This is an optimization exercise on Yosys and OpenROAD, whose aim is small area, a short achievable clock period and few clock cycles per item, not a production implementation.
At most, simulation tests tie the RTL to the original design; equivalence was not proved.

juniper:
// isr_core
module isr_core #(
    parameter  int DATA_WID = isr_pkg::DATA_WID,
    localparam int ROOT_WID = DATA_WID / 2,
    localparam int RES_WID  = ROOT_WID + 3
) (
    input  logic                clk,
    input  logic                rst,
    input  logic [DATA_WID-1:0] a,
    input  logic                clken,
    input  logic                calcen,
    output logic                busy,
    output logic                done,
    output logic [ROOT_WID-1:0] root,
    output logic [ROOT_WID:0]   rem
);
    localparam int BLK = 8;  
    logic [RES_WID-1:0]  ys;
    logic [RES_WID-1:0]  yc;
    logic [ROOT_WID-1:0] pend;
    logic [ROOT_WID-1:0] qm;
    logic [3:0]          dpos;       
    logic [3:0]          dneg;
    logic                run;
    logic                add1;       
    logic                add2;       
    logic                fix;        
    logic                denorm;
    logic                skip;       
    logic                skip_half;
    logic [6:0]          cnt;
    logic [7:0]          cnt_lo;     
    logic [15:0]         cnt_hi;     
    logic                at0;        
    logic                at1;        
    logic [5:0]          nsh;
    logic                calcen_d;
    logic                done_seen;
    logic                armed;
    logic                idle;
    logic                start;
    logic                last;
  ...
Size in the first run: about 7200 cells after synthesis, about 710 flip-flops, roughly 520 I/O pins, roughly 55000 µm² of cells after synthesis.
clock: 5.0 ns
lec_check: 0
cap_margin: 20
core_margin: 2
core_utilization: 40
setup_slack_margin: 1.2
slew_margin: 20
standard.sh (not shown) runs the stock make flow with config.mk's settings and CLKGATE_MAP_FILE= SYNTH_SCRIPT=/design/flow/synth_recipe.tcl, a recipe that flattens the netlist after the stock synthesis.
==> flow/flow/run.sh <==
#!/bin/bash
# The standard layout (the standard.sh, all steps) with two options
# changed: no full/half-adder extraction in synthesis (ADDER_MAP_FILE empty),
# so ABC maps adders as plain gates, and the port buffers that placement
# inserts on every input and output are the small buf_1 (the resizer still
# sizes them as timing needs). Registers are untouched by either.
set -euo pipefail
bash standard.sh ADDER_MAP_FILE= "BUFFER_PORTS_ARGS=-buffer_cell sky130_fd_sc_hd__buf_1" finish > standard_make.log 2>&1
juniper reached the final stage; the timing, design-rule and antenna checks on its layout passed.
Testbench counts of juniper, summed over its fixed seeds: cycles 17,998, items 256.
> inputs changed (juniper -> quartz)
Settings: swapping 40 for 30 in CORE_UTILIZATION; swapping 1.2 for 1.0 in SETUP_SLACK_MARGIN.
Results
Of quartz and juniper, the run reporting the lower total wire length after detailed routing was juniper.
As far as proportion of synthesized flip-flops having asynchronous set or reset goes, juniper and quartz are indistinguishable; the numbers are identical.
Critical path depth in cells | quartz below juniper
quartz vs juniper — area growth from synthesis to layout rose 0.33 points.
The lower number of cells traversed by the worst register-to-register path came out of quartz.
Between juniper and quartz, the flow reports die area increasing by more than a quarter.
### quartz -> xenon
Settings: changing SETUP_SLACK_MARGIN from 1.0 to 1.4; changing CORE_UTILIZATION from 30 to 40.
==> results.txt <==
Diff xenon and quartz: cell area lower in quartz
Compared to quartz, the routing of xenon uses less wire.
Worst clock skew essentially unchanged between quartz and xenon.
What xenon reported for maximum operating frequency has to be multiplied by 0.924 to get the figure for quartz.
xenon — critical path depth 2 higher, quartz as reference

isr_core, a different RTL version from the one above (not shown whole).
Size in the first run: ~7300 cells after synthesis, roughly 700 flip-flops, ~520 I/O pins, roughly 54000 um2 of cells after synthesis.
Settings: LEC_CHECK=0, CAP_MARGIN=20, CORE_MARGIN=2, CORE_UTILIZATION=40, CTS_BUF_LIST=sky130_fd_sc_hd__clkbuf_4 sky130_fd_sc_hd__clkbuf_8, SETUP_SLACK_MARGIN=0.8, SLEW_MARGIN=20; clock period 5.0 ns.
Scripts as last shown in full above: flow/flow/run.sh
The first run finished with timing, DRC and antenna clean.
Testbench counts at the start, summed over its fixed seeds: cycles 17,998, items 256.
==> next run, changes <==
Settings changed: CTS_BUF_LIST sky130_fd_sc_hd__clkbuf_4 sky130_fd_sc_hd__clkbuf_8 to default, SETUP_SLACK_MARGIN 0.8 to 1.1.
After rerunning:
- die area is unchanged
- global-route usage rose by 0.26 points
- count of clock-buffer cells in the layout decreases by 88
==> next run, changes <==
Settings changed: CORE_UTILIZATION 40 to 55, SETUP_SLACK_MARGIN 1.1 to 0.8.
Result:
- first-iteration DRC count rises by 22%
- worst hold slack got worse by 0.070 ns
- routed wire length falls by 0.48%
==> next run, changes <==
Settings changed: CORE_UTILIZATION 55 to 40, SETUP_SLACK_MARGIN 0.8 to 0.5.
The new run produced a clean layout. Design area went up by 0.65%. Via count went down by 3.1%. Non-clock buffer count went down by 3. Routed wire length went down by 1.8%. Critical path depth went up by 8. Clock skew went up by 0.020 ns.
==> next run, changes <==
Settings changed: SETUP_SLACK_MARGIN 0.5 to 0.8.
Sequential share of layout area drops by 0.11 points.
Die area stays the same.
Area after synthesis does not change.

== PW ==
Another version of the RTL of isr_core (not shown whole).
For scale: roughly 7,100 cells after synthesis, about 700 flip-flops, about 54,000 sq um of cells after synthesis.
==> flow/config.mk <==
export PLATFORM = sky130hd
export DESIGN_NAME = isr_core
export DESIGN_NICKNAME = isr_core
export VERILOG_FILES = /design/flow/design.v
export SDC_FILE = /design/flow/constraint.sdc
export NUM_CORES = 4
export LEC_CHECK = 0
export CAP_MARGIN = 20
export CORE_MARGIN = 2
export CORE_UTILIZATION = 40
export SETUP_SLACK_MARGIN = 0.8
export SLEW_MARGIN = 20
export TNS_END_PERCENT = 5
==> flow/constraint.sdc <==
create_clock -name core_clock -period 5.0 [get_ports {clk}]
set_input_delay 1.0000 -clock core_clock [delete_from_list [all_inputs] [get_ports {clk}]]
set_output_delay 1.0000 -clock core_clock [all_outputs]
set_load 0.01 [all_outputs]
Scripts as last shown in full above: flow/flow/run.sh
What JK does differently from PW at the input level:
- removing TNS_END_PERCENT (formerly 5)
- setting PLACE_DENSITY to 0.75 for the first time
## What came out
JK: flow completed, timing, DRC and antenna clean
Between JK and PW, the worst hold slack after final layout is lower for JK.
Delta (JK minus PW): post-detailed-placement half-perimeter wirelength +about 1.2%, fraction of area in clock buffers and inverters -0.19 points.
PW -> JK: synthesized cell count delta 0, exact match
Status: multi-input logic portion of the cell area parity (PW, JK)
No functional check of the RTL was part of any run of this note.

## what the ideal ports hide
Ports are ideal in the flow. The routed layouts listed here were re-timed in OpenROAD. Step 1 assumes that a clkbuf_16 drives the clock port and a buf_2 every other input. Step 2 adds t to the input delays and takes it off the output delays; t is the mean of the earliest and latest rising clock arrival at the registers after step 1. Input paths then give back, and output paths get back, about the clock's delay inside the block. a / b / c = no drivers / after step 1 / after step 2; a / b = the first two.
run	t, ns	setup slack, ns	clock arrival spread, ns
juniper	0.786	1.209 / 1.209 / 1.048	0.046 / 0.047
quartz	0.801	0.914 / 0.914 / 0.914	0.044 / 0.044
xenon	0.805	1.227 / 1.227 / 1.227	0.044 / 0.043
the first run of note 2	0.986	0.844 / 0.844 / 0.844	0.054 / 0.053
the second run of note 2	0.817	0.970 / 0.970 / 0.890	0.049 / 0.050
the third run of note 2	0.749	0.680 / 0.680 / 0.680	0.028 / 0.028
the fourth run of note 2	0.817	0.529 / 0.529 / 0.529	0.046 / 0.047
the fifth run of note 2	0.818	0.902 / 0.902 / 0.865	0.049 / 0.049
PW	0.792	0.755 / 0.755 / 0.755	0.045 / 0.044
JK	0.791	0.829 / 0.829 / 0.829	0.033 / 0.034
After both steps setup and hold are still met in every run listed. For juniper, which loses most, drivers alone change the setup slack by 0.000 ns; drivers and shift together by -0.161 ns.
